This design comes from an exercise in tuning for small area, a short achievable clock period and few clock cycles per item on the open sky130 flow, not from production work. No run shown here included a check of the RTL's function; only the layout flow was run. Power figures rest on the tool's default switching activity, not on a simulated workload.

`flow/design.v`:
```
package rrss_pkg;
  localparam int NUM_SLOTS  = 16;
  localparam int SLOT_W     = 4;
  localparam logic [7:0] TIME_SLICE_RST = 8'd16;
  localparam logic [1:0] ACT_TICK  = 2'd0;
  localparam logic [1:0] ACT_SLEEP = 2'd1;
  localparam logic [1:0] ACT_EXIT  = 2'd2;
  localparam logic [1:0] ACT_FORK  = 2'd3;
endpackage
module round_robin_sleep_scheduler_unit (
  input  logic                clk_i,
  input  logic                rst_ni,
  input  logic                start,
  input  logic [17:0]         item_i,
  output logic                busy,
  input  logic                cfg_we_i,
  input  logic [7:0]          cfg_wdata_i,
  output logic                done_o,
  output logic [8:0]          result_o
);
  localparam int N = rrss_pkg::NUM_SLOTS;
  logic [N-1:0]  alive_q, blk_q, eq_q;
  logic [15:0]   wake_q [0:N-1];
  logic [15:0]   step_q;
  logic [15:0]   ticks_q;
  logic          k1_q, k2_q;
  logic [3:0]    last_q;
  logic [3:0]    cur_q;
  logic [N-1:0]  cur_oh_q, above_q;
  logic [7:0]    slice_q;
  logic [7:0]    ts_q;
  logic          done_q;
  logic [3:0]    new_slot_q;
  logic          failed_q;
  logic [1:0]    act;
  logic [15:0]   ticks;
  logic          is_tick, is_sleep, is_exit, is_fork;
  logic          step, charge, sw;
  logic [N-1:0]  last_oh, eq1;
  logic [N-1:0]  cand, cand_hi, pre_hi, pre_all, first_hi, first_all;
  logic [N-1:0]  found_oh, found_above, pick_oh, pick_above;
  logic          any_hi, any_cand;
  logic [3:0]    found_idx, pick_idx;
  logic [N-1:0]  dead, pre_dead, first_dead;
  logic [3:0]    dead_idx;
  logic          any_dead;
  logic [15:0]   step_inc, wake_new;
  assign act      = item_i[17:16];
  assign ticks    = item_i[15:0];
  assign is_tick  = (act == rrss_pkg::ACT_TICK);
  assign is_sleep = (act == rrss_pkg::ACT_SLEEP);
  assign is_exit  = (act == rrss_pkg::ACT_EXIT);
  assign is_fork  = (act == rrss_pkg::ACT_FORK);
  assign step   = start & (is_tick | is_exit | (is_sleep & (|ticks)));
  assign charge = is_tick & (slice_q != ts_q);
  assign sw     = step & ~charge;
  assign step_inc = step_q + 16'd1;
  always_comb begin
    for (int i = 0; i < N; i++) begin
      last_oh[i] = (last_q == 4'(i));
      eq1[i]     = (wake_q[i] == step_inc);
    end
  end
  assign cand    = alive_q & (~blk_q | eq_q) & ~cur_oh_q & ~16'b1;
  assign cand_hi = cand & above_q;
  always_comb begin
    pre_hi[0]   = 1'b0;
    pre_all[0]  = 1'b0;
    pre_dead[0] = 1'b0;
    for (int i = 1; i < N; i++) begin
      pre_hi[i]   = pre_hi[i-1]   | cand_hi[i-1];
      pre_all[i]  = pre_all[i-1]  | cand[i-1];
      pre_dead[i] = pre_dead[i-1] | dead[i-1];
    end
  end
  assign first_hi   = cand_hi & ~pre_hi;
  assign first_all  = cand & ~pre_all;
  assign first_dead = dead & ~pre_dead;
  assign any_hi   = |cand_hi;
  assign any_cand = |cand;
  assign found_oh    = any_hi ? first_hi : first_all;
  assign found_above = any_hi ? pre_hi : pre_all;
  always_comb begin
    found_idx = '0;
    dead_idx  = '0;
    for (int i = 0; i < N; i++) begin
      if (found_oh[i]) found_idx = found_idx | 4'(i);
      if (first_dead[i]) dead_idx = dead_idx | 4'(i);
    end
  end
  assign pick_oh    = any_cand ? found_oh : (is_tick ? cur_oh_q : 16'b1);
  assign pick_above = any_cand ? found_above : (is_tick ? above_q : ~16'b1);
  assign pick_idx   = any_cand ? found_idx : (is_tick ? cur_q : 4'd0);
  assign dead     = ~alive_q;
  assign any_dead = |dead;
  assign wake_new = step_q + ticks_q - 16'd1;
  always_ff @(posedge clk_i or negedge rst_ni) begin
    if (!rst_ni) begin
      alive_q <= 16'b1;
      blk_q   <= '0;
    end else begin
      for (int i = 0; i < N; i++) begin
        if (step) begin
          if (cur_oh_q[i]) begin
            if (is_sleep) blk_q[i] <= 1'b1;
            if (is_exit) alive_q[i] <= 1'b0;
          end else if (blk_q[i] & eq_q[i]) begin
            blk_q[i] <= 1'b0;
          end
          if (sw & pick_oh[i]) begin
            alive_q[i] <= 1'b1;
            blk_q[i]   <= 1'b0;
          end
        end
        if (start & is_fork & first_dead[i]) begin
          alive_q[i] <= 1'b1;
        end
      end
    end
  end
  always_ff @(posedge clk_i) begin
    ticks_q <= ticks;
    k1_q    <= (ticks == 16'd1);
    k2_q    <= (ticks == 16'd2);
    for (int i = 0; i < N; i++) begin
      if (last_oh[i]) wake_q[i] <= wake_new;
      if (cur_oh_q[i]) begin
        eq_q[i] <= (ticks == 16'd1);
      end else if (last_oh[i]) begin
        eq_q[i] <= step ? k2_q : k1_q;
      end else if (step) begin
        eq_q[i] <= eq1[i];
      end
    end
  end
  always_ff @(posedge clk_i or negedge rst_ni) begin
    if (!rst_ni) begin
      step_q   <= '0;
      last_q   <= '0;
      cur_q    <= '0;
      cur_oh_q <= 16'b1;
      above_q  <= ~16'b1;
      slice_q  <= '0;
      ts_q     <= rrss_pkg::TIME_SLICE_RST;
      done_q   <= 1'b0;
    end else begin
      if (cfg_we_i) ts_q <= cfg_wdata_i;
      if (step) step_q <= step_inc;
      last_q <= cur_q;
      if (sw) begin
        cur_q    <= pick_idx;
        cur_oh_q <= pick_oh;
        above_q  <= pick_above;
        slice_q  <= 8'd1;
      end else if (step) begin
        slice_q <= slice_q + 8'd1;
      end
      done_q <= start;
    end
  end
  always_ff @(posedge clk_i) begin
    if (start) begin
      new_slot_q <= (is_fork & any_dead) ? dead_idx : 4'd0;
      failed_q   <= is_fork & ~any_dead;
    end
  end
  assign busy     = 1'b0;
  assign done_o   = done_q;
  assign result_o = {cur_q, new_slot_q, failed_q};
endmodule
```
`flow/constraint.sdc`:
```
create_clock -name core_clock -period 8.0 [get_ports {clk_i}]
set_input_delay 1.6000 -clock core_clock [delete_from_list [all_inputs] [get_ports {clk_i}]]
set_output_delay 1.6000 -clock core_clock [all_outputs]
set_load 0.01 [all_outputs]
```
`flow/run.sh`:
```
#!/bin/bash
# synth_recipe.tcl (not shown) runs the flow's synth.tcl, then flattens the netlist and writes it again
# the make line also repeats each setting of config.mk as NAME=value (left out here)
make -C /OpenROAD-flow-scripts/flow DESIGN_CONFIG=/design/flow/config.mk WORK_HOME=/design/flow/orfs CLKGATE_MAP_FILE= SYNTH_SCRIPT=/design/flow/synth_recipe.tcl finish
```
`flow/config.mk`:
```
export PLATFORM = sky130hd
export DESIGN_NAME = round_robin_sleep_scheduler_unit
export DESIGN_NICKNAME = round_robin_sleep_scheduler_unit
export VERILOG_FILES = /design/flow/design.v
export SDC_FILE = /design/flow/constraint.sdc
export NUM_CORES = 4
export LEC_CHECK = 0
export ABC_CLOCK_PERIOD_IN_PS = 3000
export CAP_MARGIN = 20
export CORE_MARGIN = 2
export CORE_UTILIZATION = 40
export SETUP_SLACK_MARGIN = 4.5
export SLEW_MARGIN = 20
```
==> impl_metrics.yaml, run 1 <==
drt:
  vias_per_cell: 5.46
  first_iter_violations: 1124
  first_pass_iters: 5
  wirelength_um: 48900
  ant_nets: 0
  vias: 12500
  drc: 0
  routedWlPerCell_um: 21.4
cells_and_area:
  area_growth_pct: 18.2
  layout.cells.non_filler: 2284
  layout-drive-gt1-share: 0.148
  regArea_um2: 10800
  multi_input_area_um2: 7540
  fill_cells: 4057
  post-route-util: 0.479
  antenna_cells: 0
  final_nets: 1712
critical_path:
  critPathArrivalTime_ps: 3760
  endpoint: "eq_q[3]"
  r2r-start: "cur_oh_q[9]"
  startpoint_type: "input pin"
  rr_worst_depth: 8
  worstSetupStartpoint: "item_i[11]"
  required_ps: 8310
  path_max_fanout: 11
  r2r_setup_slack_ps: 4590
  r2r-end: "alive_q[8]"
  critical_path_class: "in -> reg"
  endpoint_kind: "flip-flop"
yosys:
  yosys_most_used_dff: "edfxtp_1"
  synth.top_cells.by_area: "edfxtp_1 (42%), dfrtp_1 (12%), xnor2_1 (7.3%)"
  syn_area_um2: 18400
  yosys_warnings: 2
  synth_cell_types: 73
  synth_seq_area_share: 0.585
  synth_edf_count: 260
  syn_nets: 1630
  yosysTopAreaCell: "edfxtp_1"
  ys_ff_latch: 381
  synth_commonest_cells: "edfxtp_1 (260), xnor2_1 (153), xor2_1 (137)"
  async_flop_share: 0.270
  synth_top_area_frac: 0.424
  synthCells: 1568
  synth_area_per_cell_um2: 11.7
  yosysMostFrequentCell: "edfxtp_1"
timing:
  finalHoldViolCount: 0
  min_period_over_period: 0.432
  fin_skew_ps: 21.2
  slew_headroom: 0.252
  fmax_mhz: 290
  grt_setup_unrepaired: "yes"
  finalSetupTns_ps: 0
  setup_viol: 0
  drv_slew: 0
  worst_slew_pin_slew_ps: 1120
  fin_crit_ps: 3450
grt:
  grtUsageTotal: 0.208
  grt_max_degree: 56
  grt_first_pass_wirelength_um: 74700
  grt.overflow.total: 0
  antenna_found_initial: 0
  grt_pass1_vias: 12400
cts:
  clk_pin_slew_ps: 60
  cts_htree_levels: 2
  cts_buffer_depth: 3
  clk_latency_ps: 570
  numClockSinks: 381
  cts_root_buf: "clkbuf_16"
  numCtsBuffers: 43
  cts_tree: "yes"
power_and_ir_drop:
  finalPower_mw: 8.10
  ir_drop_uv: 254
  leakage_nw: 7.99
  powerDensity_nw_per_um2: 372
placement:
  place.gp.congestion: 0.921
  place.port_buffers: 39
  dpl.hpwl_um: 32000
  dpl.cell_count: 2177
status:
  status: "complete, no violations"
floorplanning:
  start_util: 0.406
  fp-row-count: 78
  die-height_um: 219
  die_w_um: 219
  io_pins: 41
  die_area_um2: 47700
  core_area_um2: 45400
hold_path:
  hold_class: "reg -> reg"
job:
  maxCapViolations: 0
==> cell usage in the layout (no fill, tap or decap), drive strengths merged, types with 7 or more instances in the layout <==
cell type      count
mux2              10
nor4              40
buf               67
clkbuf            67
inv               73
nand3             44
clkdlybuf4s50     24
xnor2            154
ha                31
nand3b            12
a31oi             13
nand4             49
edfxtp           260
o21ai             55
a21oi             60
nor3              34
dfrtp             85
a21o              12
dfstp             18
and3              16
nor2              91
nand2            110
dlymetal6s2s       8
o21bai             7
clkinv             8
nor2b             14
or2                8
nand2b            26
xor2             137
a22oi             20
dfxtp             18
and2              12
or3               14
==> per-stage QoR <==
| stage | hold slack (ps) | area [um2] | worst slack [ps] |
|---|---|---|---|
| after detailed placement | 419 | 19700 | 2720 |
| after global placement | 436 | 19700 | 2790 |
| after CTS | 440 | 21500 | 4510 |
| final | 437 | 21800 | 4550 |
| after floorplan | 434 | 18400 | 4630 |
| after global routing | 454 | 21800 | 4480 |
==> how the worst min path moves through the flow <==
stage	start	end	slack, ps	depth (start not counted)
global placement	cur_q[1]	last_q[1]	440	0
floorplan	cur_q[1]	last_q[1]	430	0
detailed placement	cur_q[1]	last_q[1]	420	0
global route	cur_q[1]	last_q[1]	450	0
finish	cur_q[1]	last_q[1]	440	0
CTS	cur_q[1]	last_q[1]	440	0
==> routing by layer <==
layer  vias to the layer above  part of all wire  GRT usage
li1                       5758                 -          -
met1                      6214              0.43      0.273
met2                       395              0.49      0.351
met3                        99             0.049     0.0278
met4                         0             0.034     0.0789
met5                         -                 0          0
==> timing repair <==
| action | in CTS | in global routing |
|---|---|---|
| hold buffers | 0 | 0 |
| gates resized for setup | 47 | 30 |
| pin swaps | 7 | 7 |
| gates cloned | 3 | 0 |
| buffers inserted | 9 | 16 |
| setup endpoints to repair | 201 | 142 |
==> power breakdown <==
part	switching, mW	internal [mW]
registers	0.251	2.90
logic	1.92	1.09
clock network	0.796	1.14
total	2.97	5.13
==> state kept, by name, indices dropped and copies added, names as in the netlist <==
signal and flops:
above_q 15, alive_q 16, blk_q 15, cur_oh_q 16, cur_q 4, done_q 1
eq_q 15, failed_q 1, k1_q 1, k2_q 1, last_q 4, new_slot_q 4
slice_q 8, step_q 16, ticks_q 16, ts_q 8, wake_q 240
==> final cells by class <==
| class | count | area share |
|---|---|---|
| Sequential cell | 381 | 0.495 |
| Multi-Input combinational cell | 1046 | 0.347 |
| Clock buffer | 67 | 0.0591 |
| Timing Repair Buffer | 106 | 0.0467 |
| Tap cell | 600 | 0.0345 |
| Inverter | 72 | 0.0124 |
| Clock inverter | 12 | 0.00535 |
==> critical path, stage by stage <==
cell and delay, ps:
clkdlybuf4s50_1 430, nor4_2 250, nand4_1 150, buf_6 170
o21a_4 220, buf_12 150, mux2_4 380, and2_4 190
a31oi_4 130, o21ai_1 80
==> logic make-up (layout without fill, tap and decap cells) <==
family | Yosys count | count (layout) | share of synthesized area
adders and majority gates | 32 | 32 | 0.0222
and+or+nand+nor | 489 | 489 | 0.138
buffers and inverters | 142 | 257 | 0.0323
xor gates and xnor gates | 291 | 291 | 0.139
muxes | 9 | 10 | 0.00551
DFF | 381 | 381 | 0.585
other | 1 | 1 | 0.000204
AOI/OAI and AO/OA | 223 | 223 | 0.0775
==> run 2: changes to the inputs <==
--- a/flow/config.mk
+++ b/flow/config.mk
@@ -5,9 +5,9 @@
 export SDC_FILE = /design/flow/constraint.sdc
 export NUM_CORES = 4
 export LEC_CHECK = 0
-export ABC_CLOCK_PERIOD_IN_PS = 3000
+export ABC_CLOCK_PERIOD_IN_PS = 2500
 export CAP_MARGIN = 20
 export CORE_MARGIN = 2
 export CORE_UTILIZATION = 40
-export SETUP_SLACK_MARGIN = 4.5
+export SETUP_SLACK_MARGIN = 5
 export SLEW_MARGIN = 20
==> impl_metrics.yaml, run 2 <==
hold_path:
  worstHoldStart: "cur_q[1]"
  min_to: "last_q[1]"
  hold_class: "reg -> reg"
  hold_depth: 0
critical_path:
  slowest_delay_ps: 450
  required_ps: 8300
  startpoint_type: "input pin"
  path_max_fanout: 22
  r2r-start: "step_q[3]"
  endpoint_kind: "flip-flop"
  rr_worst_depth: 13
  r2r_setup_slack_ps: 5030
  critical_path_class: "in -> reg"
  slowest_stage: "or3b_4"
  path_cells: "buf_4, or3b_4, o21a_4, buf_12, mux2_4, and2_4, a31oi_1, o21ai_1"
  critPathArrivalTime_ps: 3450
  r2r-end: "wake_q[6][15]"
placement:
  place.gp.congestion: 0.903
  dpl.cell_count: 2178
  dp_slack_ps: 2510
  place.port_buffers: 39
  dpl.hpwl_um: 32100
job:
  maxCapViolations: 0
status:
  status: "complete, no violations"
power_and_ir_drop:
  ir_drop_uv: 560
  powerDensity_nw_per_um2: 375
  leakage_nw: 8.12
timing:
  fin_crit_ps: 3140
  grt_setup_unrepaired: "yes"
  finalHoldViolCount: 0
  min_period_over_period: 0.393
  worst_slew_pin_slew_ps: 986
  worst_slack_ps: 4860
  drv_slew: 0
  fmax_mhz: 318
  finalSetupTns_ps: 0
  fin_skew_ps: 20.2
  fin_hold_ws_ps: 414
  slew_headroom: 0.342
  setup_viol: 0
yosys:
  synth_seq_area_share: 0.585
  synthCells: 1568
  yosys_most_used_dff: "edfxtp_1"
  synth_commonest_cells: "edfxtp_1 (260), xnor2_1 (153), xor2_1 (137)"
  syn_nets: 1630
  synth_cell_types: 73
  async_flop_share: 0.270
  yosysMostFrequentCell: "edfxtp_1"
  yosysTopAreaCell: "edfxtp_1"
  synth_area_per_cell_um2: 11.7
  yosys_warnings: 2
  ys_ff_latch: 381
  syn_area_um2: 18400
  synth_top_area_frac: 0.424
  synth.top_cells.by_area: "edfxtp_1 (42%), dfrtp_1 (12%), xnor2_1 (7.3%)"
  synth_edf_count: 260
cts:
  clk_pin_slew_ps: 50
  numCtsBuffers: 43
  clk_latency_ps: 570
  cts_tree: "yes"
  numClockSinks: 381
  cts_htree_levels: 2
  cts_buffer_depth: 3
  cts_root_buf: "clkbuf_16"
drt:
  vias: 12700
  routedWlPerCell_um: 22.0
  ant_nets: 0
  first_iter_violations: 1166
  first_pass_iters: 7
  vias_per_cell: 5.47
  wirelength_um: 51000
  drc: 0
cells_and_area:
  largest_reg_flops: 240
  final_nets: 1747
  post-route-util: 0.494
  multi_input_area_um2: 8000
  area_growth_pct: 21.8
  layout-drive-gt1-share: 0.208
  regArea_um2: 10800
  top_register: "wake_q"
  fill_cells: 4019
  antenna_cells: 0
  layout_commonest_cell: "edfxtp_1"
  final_cell_mix: "edfxtp_1 (260), xor2_1 (136), xnor2_1 (132)"
  layout.cells.non_filler: 2318
floorplanning:
  die_area_um2: 47700
  die-height_um: 219
  start_util: 0.406
  io_pins: 41
  die_w_um: 219
  fp-row-count: 78
  core_area_um2: 45400
grt:
  grt_pass1_vias: 12400
  grt_max_degree: 62
  grtUsageTotal: 0.212
  grt.overflow.total: 0
  antenna_found_initial: 1
  grt_first_pass_wirelength_um: 75600
## run 2: cell counts after synthesis
No cell type changed its count.
## run 2: what timing repair did
action,in CTS,in global routing
gates cloned,5,2
resized for setup,171,75
buffers inserted,37,18
setup endpoints to repair,266,151
hold buffers,0,0
pin swaps,38,37
## run 2: worst max path at each step
stage | cells past startpoint | from | end
after CTS | 10 | item_i[4] | eq_q[3]
after global placement | 8 | item_i[16] | above_q[15]
after floorplan | 9 | item_i[10] | eq_q[12]
after detailed placement | 8 | item_i[16] | above_q[9]
after global routing | 8 | item_i[16] | eq_q[3]
final | 8 | item_i[16] | eq_q[3]
## run 2: metrics by stage
| stage | total power, mW | instance area [um2] |
|---|---|---|
| global route | 8.82 | 22400 |
| global placement | 5.96 | 19800 |
| CTS | 8.22 | 22000 |
| detailed placement | 6.00 | 19800 |
| finish | 8.41 | 22400 |
| floorplan | 4.95 | 18500 |
## run 2: cell families (layout without fill, tap and decap cells)
| group | after synthesis | count (layout) | synth area share |
|---|---|---|---|
| AOI/OAI and AO/OA | 223 | 223 | 0.0775 |
| xor gates and xnor gates | 291 | 292 | 0.139 |
| other | 1 | 1 | 0.000204 |
| and+or+nand+nor | 489 | 491 | 0.138 |
| DFF | 381 | 381 | 0.585 |
| muxes | 9 | 10 | 0.00551 |
| adders and majority gates | 32 | 32 | 0.0222 |
| buffers and inverters | 142 | 288 | 0.0323 |
## run 2: area by class of cell
| cell class | instances | area share |
|---|---|---|
| flip-flops and latches | 381 | 0.481 |
| clock buffers | 55 | 0.0509 |
| well taps | 600 | 0.0335 |
| multi-input cells | 1049 | 0.357 |
| clock inverters | 23 | 0.00658 |
| inverters | 72 | 0.0129 |
| repair buffers | 138 | 0.0586 |
## run 2: where the power goes
| part | total, mW | internal [mW] | switching, mW |
|---|---|---|---|
| clock | 1.84 | 1.04 | 0.798 |
| sequential | 3.15 | 2.90 | 0.252 |
| combinational | 3.41 | 1.32 | 2.09 |
## run 2: metal layers
metal | part of all wire | global-route usage | vias up
li1 | - | - | 5846
met1 | 0.42 | 0.276 | 6307
met2 | 0.49 | 0.361 | 434
met3 | 0.057 | 0.0277 | 88
met4 | 0.031 | 0.0748 | 0
met5 | 0 | 0 | -
## run 2: critical path: cells and delay by family
| family | cells | cell delay (ps) |
|---|---|---|
| buf+inv | 2 | 380 |
| mux | 1 | 380 |
| compound gates | 3 | 450 |
| simple gates | 2 | 630 |
==> run 3: changes to the inputs <==
--- a/flow/config.mk
+++ b/flow/config.mk
@@ -5,9 +5,11 @@
 export SDC_FILE = /design/flow/constraint.sdc
 export NUM_CORES = 4
 export LEC_CHECK = 0
-export ABC_CLOCK_PERIOD_IN_PS = 2500
+export ABC_CLOCK_PERIOD_IN_PS = 3000
 export CAP_MARGIN = 20
 export CORE_MARGIN = 2
-export CORE_UTILIZATION = 40
+export CORE_UTILIZATION = 50
+export CTS_BUF_LIST = sky130_fd_sc_hd__clkbuf_8
+export CTS_CLUSTER_SIZE = 30
 export SETUP_SLACK_MARGIN = 5
 export SLEW_MARGIN = 20
==> impl_metrics.yaml, run 3 <==
drt:
  vias: 12900
  first_pass_iters: 5
  first_iter_violations: 1039
  ant_nets: 0
  wirelength_um: 50600
  routedWlPerCell_um: 22.6
  vias_per_cell: 5.76
  drc: 0
yosys:
  synth_commonest_cells: "edfxtp_1 (260), xnor2_1 (153), xor2_1 (137)"
  ys_ff_latch: 381
  synthCells: 1568
  yosysMostFrequentCell: "edfxtp_1"
  synth_seq_area_share: 0.585
  synth_top_area_frac: 0.424
  syn_area_um2: 18400
  synth_edf_count: 260
  synth.top_cells.by_area: "edfxtp_1 (42%), dfrtp_1 (12%), xnor2_1 (7.3%)"
  synth_area_per_cell_um2: 11.7
  async_flop_share: 0.270
  yosys_most_used_dff: "edfxtp_1"
  yosysTopAreaCell: "edfxtp_1"
  synth_cell_types: 73
  yosys_warnings: 2
  syn_nets: 1630
timing:
  fmax_mhz: 327
  slew_headroom: 0.334
  finalSetupTns_ps: 0
  finalHoldViolCount: 0
  setup_viol: 0
  worst_slew_pin_slew_ps: 994
  fin_skew_ps: 23.9
  min_period_over_period: 0.383
  drv_slew: 0
  grt_setup_unrepaired: "yes"
  fin_crit_ps: 3060
cells_and_area:
  final_nets: 1780
  final_cell_mix: "edfxtp_1 (260), xor2_1 (135), xnor2_1 (131)"
  finalInstanceArea_um2: 22300
  layout_commonest_cell: "edfxtp_1"
  largest_reg_flops: 240
  antenna_cells: 0
  layout-drive-gt1-share: 0.223
  area_growth_pct: 21.4
  fill_cells: 2911
  top_register: "wake_q"
critical_path:
  path_max_fanout: 5
  r2r_setup_slack_ps: 4940
  required_ps: 8460
  critical_path_class: "reg -> reg"
  endpoint_kind: "flip-flop"
  critPathArrivalTime_ps: 3530
  startpoint_type: "flip-flop"
cts:
  cts_tree: "yes"
  cts_htree_levels: 3
  numClockSinks: 381
  cts_buffer_depth: 3
  clk_pin_slew_ps: 60
  cts_root_buf: "clkbuf_8"
  clk_latency_ps: 620
  numCtsBuffers: 67
  ctsHoldBuffers: 0
power_and_ir_drop:
  finalPower_mw: 8.34
  powerDensity_nw_per_um2: 373
  ir_drop_uv: 347
  leakage_nw: 8.30
floorplanning:
  start_util: 0.505
  die-height_um: 196
  core_area_um2: 36400
  die_w_um: 196
  fp-row-count: 70
  die_area_um2: 38400
  io_pins: 41
placement:
  place.port_buffers: 39
  dpl.hpwl_um: 31700
  placed_area_um2: 19700
  place.gp.congestion: 0.930
job:
  maxCapViolations: 0
grt:
  grt_max_degree: 60
  grtUsageTotal: 0.267
  grt.overflow.total: 0
  grt_pass1_vias: 12800
  antenna_found_initial: 0
  grt_first_pass_wirelength_um: 76400
status:
  status: "complete, no violations"
hold_path:
  hold_class: "reg -> reg"
## run 3: cell count changes in the layout (fill, tap and decap cells not counted), sizes merged, moves of 3 or more
cell	before	now
clkinv	20	25
inv	72	90
clkdlybuf4s15	4	1
clkbuf	57	83
buf	108	118
## run 3: metrics by stage
step | hold slack, ps | cells | setup slack [ps] | util
detailed placement | 431 | 2046 | 2670 | 0.539
global placement | 449 | 2046 | 2810 | 0.539
global route | 501 | 2240 | 4900 | 0.613
floorplan | 434 | 1568 | 4730 | -
finish | 464 | 2240 | 4940 | 0.613
CTS | 461 | 2210 | 4810 | 0.598
## run 3: path summary, 6_finish.rpt
| kind | start | to | depth (start not counted) |
|---|---|---|---|
| setup reg to reg | step_q[0] | eq_q[11] | 11 |
| setup / recovery | step_q[0] | eq_q[11] | 11 |
| min in group asynchronous | rst_ni | step_q[0] | 1 |
| hold reg to reg | above_q[14] | above_q[14] | 2 |
| max in group asynchronous | rst_ni | cur_oh_q[5] | 2 |
| hold / removal | above_q[14] | above_q[14] | 2 |
## run 3: logic make-up after synthesis
group           Yosys count  share of synthesized area
flops                   381                      0.585
simple gates            489                      0.138
buf+inv                 142                     0.0323
mux                       9                    0.00551
fa+ha+maj                32                     0.0222
xor+xnor                291                      0.139
compound gates          223                     0.0775
other cells               1                   0.000204
## run 3: layout make-up
cell class                      instances  area [um2]  area share
Multi-Input combinational cell       1047        7970       0.357
Clock buffer                           77        1060      0.0474
Timing Repair Buffer                  149        1440      0.0644
Inverter                               72         278      0.0124
Sequential cell                       381       10800       0.482
Tap cell                              468         586      0.0262
Clock inverter                         46         229      0.0102
## run 3: metal layers
metal / track usage / routed length, um / vias up
met5: 0 / 0 / -
met4: 0.127 / 2140 / 0
met3: 0.0526 / 3110 / 123
met2: 0.443 / 24400 / 474
met1: 0.340 / 20900 / 6388
li1: - / - / 5924
## run 3: timing repair
action | 4_1_cts | 5_1_grt
gates cloned | 6 | 1
setup buffers | 35 | 29
endpoints found under the setup margin | 264 | 139
resized for setup | 156 | 95
pin swaps | 28 | 32
endpoints found under the hold margin | 0 | 0
## run 3: power breakdown
part	internal (mW)	leakage (nW)	switching, mW
clock	0.916	0.722	0.820
combinational	1.38	3.76	2.08
sequential	2.90	3.82	0.247
total	5.20	8.30	3.14
## run 3: critical path, cell delays in order, from the launching register on
cell     delay (ps)
dfrtp_1         390
buf_12          150
ha_4            190
xor2_4          210
buf_12          160
xnor2_4         110
nand4_1         280
nor3_1          260
nand3_1         160
nor4_4          460
nand4_1         360
o21ai_1         170
==> run 4: changes to the inputs <==
--- a/flow/design.v
+++ b/flow/design.v
@@ -19,11 +19,11 @@
   output logic [8:0]          result_o
 );
   localparam int N = rrss_pkg::NUM_SLOTS;
-  logic [N-1:0]  alive_q, blk_q, eq_q;
+  logic [N-1:0]  blk_q, rdy_q;
   logic [15:0]   wake_q [0:N-1];
   logic [15:0]   step_q;
   logic [15:0]   ticks_q;
-  logic          k1_q, k2_q;
+  logic          k2_q;
   logic [3:0]    last_q;
   logic [3:0]    cur_q;
   logic [N-1:0]  cur_oh_q, above_q;
@@ -36,7 +36,7 @@
   logic [15:0]   ticks;
   logic          is_tick, is_sleep, is_exit, is_fork;
   logic          step, charge, sw;
-  logic [N-1:0]  last_oh, eq1;
+  logic [N-1:0]  last_oh, due;
   logic [N-1:0]  cand, cand_hi, pre_hi, pre_all, first_hi, first_all;
   logic [N-1:0]  found_oh, found_above, pick_oh, pick_above;
   logic          any_hi, any_cand;
@@ -58,10 +58,10 @@
   always_comb begin
     for (int i = 0; i < N; i++) begin
       last_oh[i] = (last_q == 4'(i));
-      eq1[i]     = (wake_q[i] == step_inc);
+      due[i]     = last_oh[i] ? k2_q : (wake_q[i] == step_inc);
     end
   end
-  assign cand    = alive_q & (~blk_q | eq_q) & ~cur_oh_q & ~16'b1;
+  assign cand    = rdy_q & ~cur_oh_q & ~16'b1;
   assign cand_hi = cand & above_q;
   always_comb begin
     pre_hi[0]   = 1'b0;
@@ -91,46 +91,43 @@
   assign pick_oh    = any_cand ? found_oh : (is_tick ? cur_oh_q : 16'b1);
   assign pick_above = any_cand ? found_above : (is_tick ? above_q : ~16'b1);
   assign pick_idx   = any_cand ? found_idx : (is_tick ? cur_q : 4'd0);
-  assign dead     = ~alive_q;
+  assign dead     = ~blk_q & ~rdy_q;
   assign any_dead = |dead;
   assign wake_new = step_q + ticks_q - 16'd1;
   always_ff @(posedge clk_i or negedge rst_ni) begin
     if (!rst_ni) begin
-      alive_q <= 16'b1;
-      blk_q   <= '0;
+      blk_q <= '0;
+      rdy_q <= 16'b1;
     end else begin
       for (int i = 0; i < N; i++) begin
         if (step) begin
           if (cur_oh_q[i]) begin
-            if (is_sleep) blk_q[i] <= 1'b1;
-            if (is_exit) alive_q[i] <= 1'b0;
-          end else if (blk_q[i] & eq_q[i]) begin
-            blk_q[i] <= 1'b0;
+            if (is_sleep) begin
+              blk_q[i] <= 1'b1;
+              rdy_q[i] <= (i == 0) | (ticks == 16'd1);
+            end
+            if (is_exit) rdy_q[i] <= 1'b0;
+          end else if (blk_q[i]) begin
+            blk_q[i] <= ~rdy_q[i];
+            rdy_q[i] <= rdy_q[i] | due[i];
           end
           if (sw & pick_oh[i]) begin
-            alive_q[i] <= 1'b1;
-            blk_q[i]   <= 1'b0;
+            blk_q[i] <= 1'b0;
+            rdy_q[i] <= 1'b1;
           end
         end
         if (start & is_fork & first_dead[i]) begin
-          alive_q[i] <= 1'b1;
+          rdy_q[i] <= 1'b1;
         end
       end
+      blk_q[0] <= 1'b0;
     end
   end
   always_ff @(posedge clk_i) begin
     ticks_q <= ticks;
-    k1_q    <= (ticks == 16'd1);
     k2_q    <= (ticks == 16'd2);
     for (int i = 0; i < N; i++) begin
       if (last_oh[i]) wake_q[i] <= wake_new;
-      if (cur_oh_q[i]) begin
-        eq_q[i] <= (ticks == 16'd1);
-      end else if (last_oh[i]) begin
-        eq_q[i] <= step ? k2_q : k1_q;
-      end else if (step) begin
-        eq_q[i] <= eq1[i];
-      end
     end
   end
   always_ff @(posedge clk_i or negedge rst_ni) begin
--- a/flow/config.mk
+++ b/flow/config.mk
@@ -9,7 +9,5 @@
 export CAP_MARGIN = 20
 export CORE_MARGIN = 2
 export CORE_UTILIZATION = 50
-export CTS_BUF_LIST = sky130_fd_sc_hd__clkbuf_8
-export CTS_CLUSTER_SIZE = 30
 export SETUP_SLACK_MARGIN = 5
 export SLEW_MARGIN = 20
==> impl_metrics.yaml, run 4 <==
yosys:
  synth-simple-area-share: 0.145
  synth_top_area_frac: 0.386
  yosys_warnings: 2
  synth.top_cells.by_area: "edfxtp_1 (39%), dfrtp_1 (11%), xnor2_1 (7.5%)"
  synth_top_family_by_area: "simple AND/OR/NAND/NOR gates"
  yosys_most_used_dff: "edfxtp_1"
  synth_commonest_cells: "edfxtp_1 (245), xnor2_1 (164), nor2_1 (108)"
  synth_xor_area_frac: 0.131
  synth_cell_types: 99
  ys_ff_latch: 365
  synth-compound-area-share: 0.112
  yosysMostFrequentCell: "edfxtp_1"
  synth_edf_count: 245
  synth_area_per_cell_um2: 11.3
  synth.area.mux_share: 0.0101
  synth_seq_area_share: 0.540
  synthAdderAreaFrac: 0.0240
  syn_area_um2: 19100
  synthCells: 1688
  yosysTopAreaCell: "edfxtp_1"
  async_flop_share: 0.282
  syn_nets: 1754
cts:
  clk_latency_ps: 580
  numCtsBuffers: 42
  ctsHoldBuffers: 0
  numClockSinks: 365
  cts_htree_levels: 2
  clk_pin_slew_ps: 60
  cts_buffer_depth: 3
  cts_tree: "yes"
  cts_root_buf: "clkbuf_16"
critical_path:
  critPathArrivalTime_ps: 3490
  path_cells: "inv_2, ha_4, inv_4, ha_4, inv_2, fa_2, nor2b_2, o31a_1, o211ai_1, a21oi_2, nor3_2, buf_4, or3_4, xnor2_4, buf_12"
  path_max_fanout: 8
  startpoint_type: "flip-flop"
  endpoint_kind: "flip-flop"
  slowest_stage: "dfrtp_1"
  critical_path_class: "reg -> reg"
  required_ps: 8320
  slowest_delay_ps: 400
placement:
  dpl.hpwl_um: 36600
  dpl.cell_count: 2201
  place.port_buffers: 39
  place.gp.congestion: 0.945
  placed_area_um2: 20400
grt:
  top_usage_layer: "met2"
  grt.overflow.total: 0
  grt_first_pass_wirelength_um: 83900
  grt_use_met1: 0.387
  grt_max_degree: 63
  antenna_found_initial: 0
  grt_pass1_vias: 13500
  grtUsageTotal: 0.286
  grtUsageMet2: 0.458
  grt.met3_usage: 0.0511
cells_and_area:
  final_cell_mix: "edfxtp_1 (245), xnor2_1 (153), buf_4 (128)"
  finalInstanceArea_um2: 24000
  layout.cells.non_filler: 2419
  layout-drive-gt1-share: 0.255
  area_growth_pct: 25.7
  antenna_cells: 0
  regArea_um2: 10300
  layout_commonest_cell: "edfxtp_1"
  multi_input_area_um2: 9270
  largest_reg_flops: 240
  fill_cells: 2998
  top_register: "wake_q"
  final_nets: 1940
drt:
  first_pass_iters: 6
  drc: 0
  wirelength_um: 57600
  vias: 14300
  ant_nets: 0
  first_iter_violations: 1420
  routedWlPerCell_um: 23.8
  vias_per_cell: 5.93
floorplanning:
  fp-row-count: 71
  start_util: 0.507
  io_pins: 41
  die_area_um2: 39700
  die-height_um: 199
  die_w_um: 199
  core_area_um2: 37600
power_and_ir_drop:
  leakage_nw: 8.75
  finalPower_mw: 8.88
  powerDensity_nw_per_um2: 371
  ir_drop_uv: 259
timing:
  fmax_mhz: 315
  fin_crit_ps: 3180
  drv_slew: 0
  slew_headroom: 0.362
  finalSetupTns_ps: 0
  grt_setup_unrepaired: "yes"
  min_period_over_period: 0.397
  setup_viol: 0
  fin_hold_ws_ps: 418
  worst_slew_pin_slew_ps: 956
  fin_skew_ps: 18.8
  finalHoldViolCount: 0
hold_path:
  hold_class: "reg -> reg"
status:
  status: "complete, no violations"
job:
  maxCapViolations: 0
[run 4: cell count changes after synthesis, sizes merged, moves of 19 or more]
cell,before,now
clkbuf,41,20
xor2,137,100
nor2,91,110
nor3,34,54
buf,29,58
o21ai,55,93
[run 4: layout make-up]
| class | count | share of cell area |
|---|---|---|
| sequential | 365 | 0.431 |
| inverter | 84 | 0.0137 |
| multi-input combinational | 1167 | 0.387 |
| tap | 511 | 0.0267 |
| clock inverter | 22 | 0.00710 |
| timing repair buffer | 214 | 0.0869 |
| clock buffer | 56 | 0.0478 |
[run 4: logic make-up (layout without fill, tap and decap cells)]
family / count (synthesis) / in the layout
flops: 365 / 365
simple gates: 507 / 512
other cells: 1 / 1
buf+inv: 162 / 376
xor+xnor: 273 / 273
fa+ha+maj: 36 / 36
compound gates: 326 / 327
mux: 18 / 18
[run 4: final timing paths]
kind / from / end / cells past startpoint / slack, ps
min: cur_q[0] / last_q[0] / 0 / 420
max reg2reg: step_q[1] / wake_q[15][13] / 15 / 4820
max in group asynchronous: rst_ni / last_q[3] / 2 / 5610
min reg2reg: cur_q[0] / last_q[0] / 0 / 420
max: step_q[1] / wake_q[15][13] / 15 / 4820
min in group asynchronous: rst_ni / ts_q[7] / 1 / 1040
[run 4: power by group]
group / switching, mW / total, mW / leakage, nW / internal [mW]
sequential: 0.373 / 3.21 / 3.62 / 2.84
combinational: 2.34 / 3.81 / 4.48 / 1.47
clock: 0.782 / 1.86 / 0.652 / 1.07
[run 4: routing by layer]
metal / routed length, um / up-vias / share of wire
met2: 27400 / 572 / 0.47
li1: - / 6558 / -
met1: 24200 / 7070 / 0.42
met4: 2260 / 0 / 0.039
met3: 3740 / 139 / 0.065
met5: 0 / - / 0
[run 4: repair_timing]
| item | in CTS | in global routing |
|---|---|---|
| buffers inserted | 62 | 64 |
| pin swaps | 53 | 62 |
| gates resized for setup | 183 | 127 |
| cloned | 7 | 7 |
| setup endpoints to repair | 250 | 121 |
[run 4: through the flow]
step | worst slack, ps | utilization
final | 4820 | 0.638
after detailed placement | 2670 | 0.543
after global placement | 2770 | 0.543
after CTS | 4820 | 0.608
after global routing | 4710 | 0.638
after floorplan | 4570 | -
[run 4: critical path: cells and delay by family, from the launching register on]
family	cells	cell delay (ps)
buffers and inverters	5	470
adder cells (fa/ha/maj)	3	690
AO/OA/AOI/OAI	3	590
AND/OR/NAND/NOR	3	570
XOR/XNOR	1	170
flip-flops	1	400
==> run 5: changes to the inputs <==
--- a/flow/config.mk
+++ b/flow/config.mk
@@ -5,7 +5,7 @@
 export SDC_FILE = /design/flow/constraint.sdc
 export NUM_CORES = 4
 export LEC_CHECK = 0
-export ABC_CLOCK_PERIOD_IN_PS = 3000
+export ABC_AREA = 1
 export CAP_MARGIN = 20
 export CORE_MARGIN = 2
 export CORE_UTILIZATION = 50
==> impl_metrics.yaml, run 5 <==
power_and_ir_drop:
  finalPower_mw: 8.88
  ir_drop_uv: 185
  powerDensity_nw_per_um2: 388
  leakage_nw: 9.72
drt:
  drc: 0
  ant_nets: 0
  routedWlPerCell_um: 20.8
  first_iter_violations: 1277
  vias: 15100
  wirelength_um: 57800
  vias_per_cell: 5.44
  first_pass_iters: 8
critical_path:
  rr_worst_depth: 16
  path_cells: "dlygate4sd2_1"
  required_ps: 6400
  path_depth: 1
  critPathBufInv: 1
  critical_path_class: "reg -> out"
  path_max_fanout: 3
  critPathArrivalTime_ps: 1300
  crit_family: "flip-flops"
  startpoint_type: "flip-flop"
  slowest_stage: "dfrtp_2"
  slowest_delay_ps: 440
  r2r_setup_slack_ps: 5100
  endpoint_kind: "primary output"
floorplanning:
  start_util: 0.506
  die-height_um: 202
  die_area_um2: 40600
  io_pins: 41
  core_area_um2: 38600
  die_w_um: 202
  fp-row-count: 72
timing:
  finalHoldViolCount: 0
  finalSetupTns_ps: 0
  fin_skew_ps: 23.4
  worst_slack_ps: 5100
  fin_crit_ps: 2900
  drv_slew: 0
  fmax_mhz: 344
  fin_hold_ws_ps: 446
  worst_slew_pin_slew_ps: 1110
  min_period_over_period: 0.363
  grt_setup_unrepaired: "no"
  setup_viol: 0
  slew_headroom: 0.261
cells_and_area:
  antenna_cells: 0
  top_register: "wake_q"
  final_cell_mix: "nand2_1 (464), inv_1 (255), edfxtp_1 (245)"
  final_nets: 2298
  post-route-util: 0.593
  finalInstanceArea_um2: 22900
  layout-drive-gt1-share: 0.154
  layout.cells.non_filler: 2784
  layout_commonest_cell: "nand2_1"
  largest_reg_flops: 240
  area_growth_pct: 17.2
yosys:
  yosys_warnings: 2
  synth_area_per_cell_um2: 9.19
  synth_commonest_cells: "nand2_1 (484), inv_1 (263), edfxtp_1 (245)"
  synth_cell_types: 69
  yosysMostFrequentCell: "nand2_1"
  syn_area_um2: 19500
  yosysTopAreaCell: "edfxtp_1"
  yosys_most_used_dff: "edfxtp_1"
  ys_ff_latch: 365
  synth_top_area_frac: 0.377
  synth_edf_count: 245
  synth_seq_area_share: 0.528
  async_flop_share: 0.282
  syn_nets: 2188
  synth.top_cells.by_area: "edfxtp_1 (38%), dfrtp_1 (11%), nand2_1 (9.3%)"
  synthCells: 2122
grt:
  grt_first_pass_wirelength_um: 87100
  grt_pass1_vias: 14500
  grt_max_degree: 57
  antenna_found_initial: 0
  grt.overflow.total: 0
  grtUsageTotal: 0.286
cts:
  numClockSinks: 365
  cts_buffer_depth: 3
  clk_latency_ps: 570
  cts_tree: "yes"
  ctsHoldBuffers: 0
  numCtsBuffers: 43
  cts_htree_levels: 2
  clk_pin_slew_ps: 60
  cts_root_buf: "clkbuf_16"
placement:
  dpl.hpwl_um: 38000
  place.port_buffers: 39
  dpl.cell_count: 2648
  dp_slack_ps: 3000
  placed_area_um2: 20400
  place.gp.congestion: 0.924
job:
  maxCapViolations: 0
hold_path:
  hold_class: "reg -> reg"
  hold_depth: 0
status:
  status: "complete, no violations"
run 5: cell families (layout without fill, tap and decap cells):
| logic type | after synthesis | in the layout | share of synthesized area |
|---|---|---|---|
| AO/OA/AOI/OAI | 233 | 233 | 0.0707 |
| flip-flops | 365 | 365 | 0.528 |
| AND/OR/NAND/NOR | 1000 | 1005 | 0.229 |
| buffers and inverters | 323 | 461 | 0.0707 |
| multiplexers | 8 | 8 | 0.00462 |
| XOR/XNOR | 156 | 157 | 0.0736 |
| other | 1 | 1 | 0.000192 |
| adder cells (fa/ha/maj) | 36 | 36 | 0.0235 |
run 5: path summary, 6_finish.rpt:
path                            from             to
hold / removal              cur_q[1]      last_q[1]
setup / recovery            cur_q[0]    result_o[5]
hold reg to reg             cur_q[1]      last_q[1]
min in group asynchronous     rst_ni     step_q[13]
max in group asynchronous     rst_ni       cur_q[0]
setup reg to reg           step_q[0]  wake_q[4][13]
run 5: layer usage:
layer,global-route usage,up-vias,wire length [um]
met1,0.392,7261,24800
met5,0,-,0
met2,0.460,548,26700
li1,-,7227,-
met3,0.0423,112,4090
met4,0.114,0,2310
run 5: timing repair:
item	in CTS	in global routing
cloned	7	2
setup buffers	31	17
endpoints found under the setup margin	235	134
pin swaps	30	38
resized for setup	104	82
run 5: cell type report:
type | instances | area, um2
multi-input cells | 1440 | 8430
well taps | 518 | 648
inverters | 277 | 1060
flip-flops and latches | 365 | 10300
clock buffers | 54 | 1160
fillers | 3384 | 15700
clock inverters | 25 | 298
repair buffers | 105 | 976
run 5: power by group:
group	switching (mW)	leakage [nW]	total, mW	internal (mW)
combinational	2.45	5.35	3.66	1.21
sequential	0.261	3.65	3.17	2.90
clock	0.802	0.717	2.05	1.25
total	3.51	9.72	8.88	5.37

## static timing again, ports no longer ideal
No port has a modelled driver above. Below, the same layouts with a new extraction and two added sets of constraints.
Step 1 sets driving cells, clkbuf_16 on the clock port and buf_2 on the other inputs (assumed; they add their load-dependent delay and slew).
Step 2 also shifts input and output timing later by t, the mid clock arrival at the registers, as if the neighbouring blocks saw the same clock.
a / b / c = ideal / step 1 / step 2; a / b = the first two.
run	shift t [ns]	slack for setup (ns)	worst hold slack (ns)	slew at the worst register clock pin (ns)	pins driven straight from the clock port
run 1	0.616	4.546 / 4.582 / 3.966	0.437 / 0.437 / 0.437	0.06 / 0.06	1
run 2	0.613	4.856 / 4.878 / 4.265	0.414 / 0.414 / 0.414	0.07 / 0.07	1
run 3	0.659	4.939 / 4.939 / 4.303	0.464 / 0.464 / 0.464	0.06 / 0.06	1
run 4	0.626	4.824 / 4.824 / 4.226	0.418 / 0.418 / 0.418	0.07 / 0.07	1
run 5	0.613	5.096 / 5.041 / 4.534	0.446 / 0.446 / 0.446	0.06 / 0.06	1
After both steps every run listed still meets setup and hold. For run 3, which loses most, drivers alone change the setup slack by 0.000 ns; drivers and shift together by -0.636 ns.
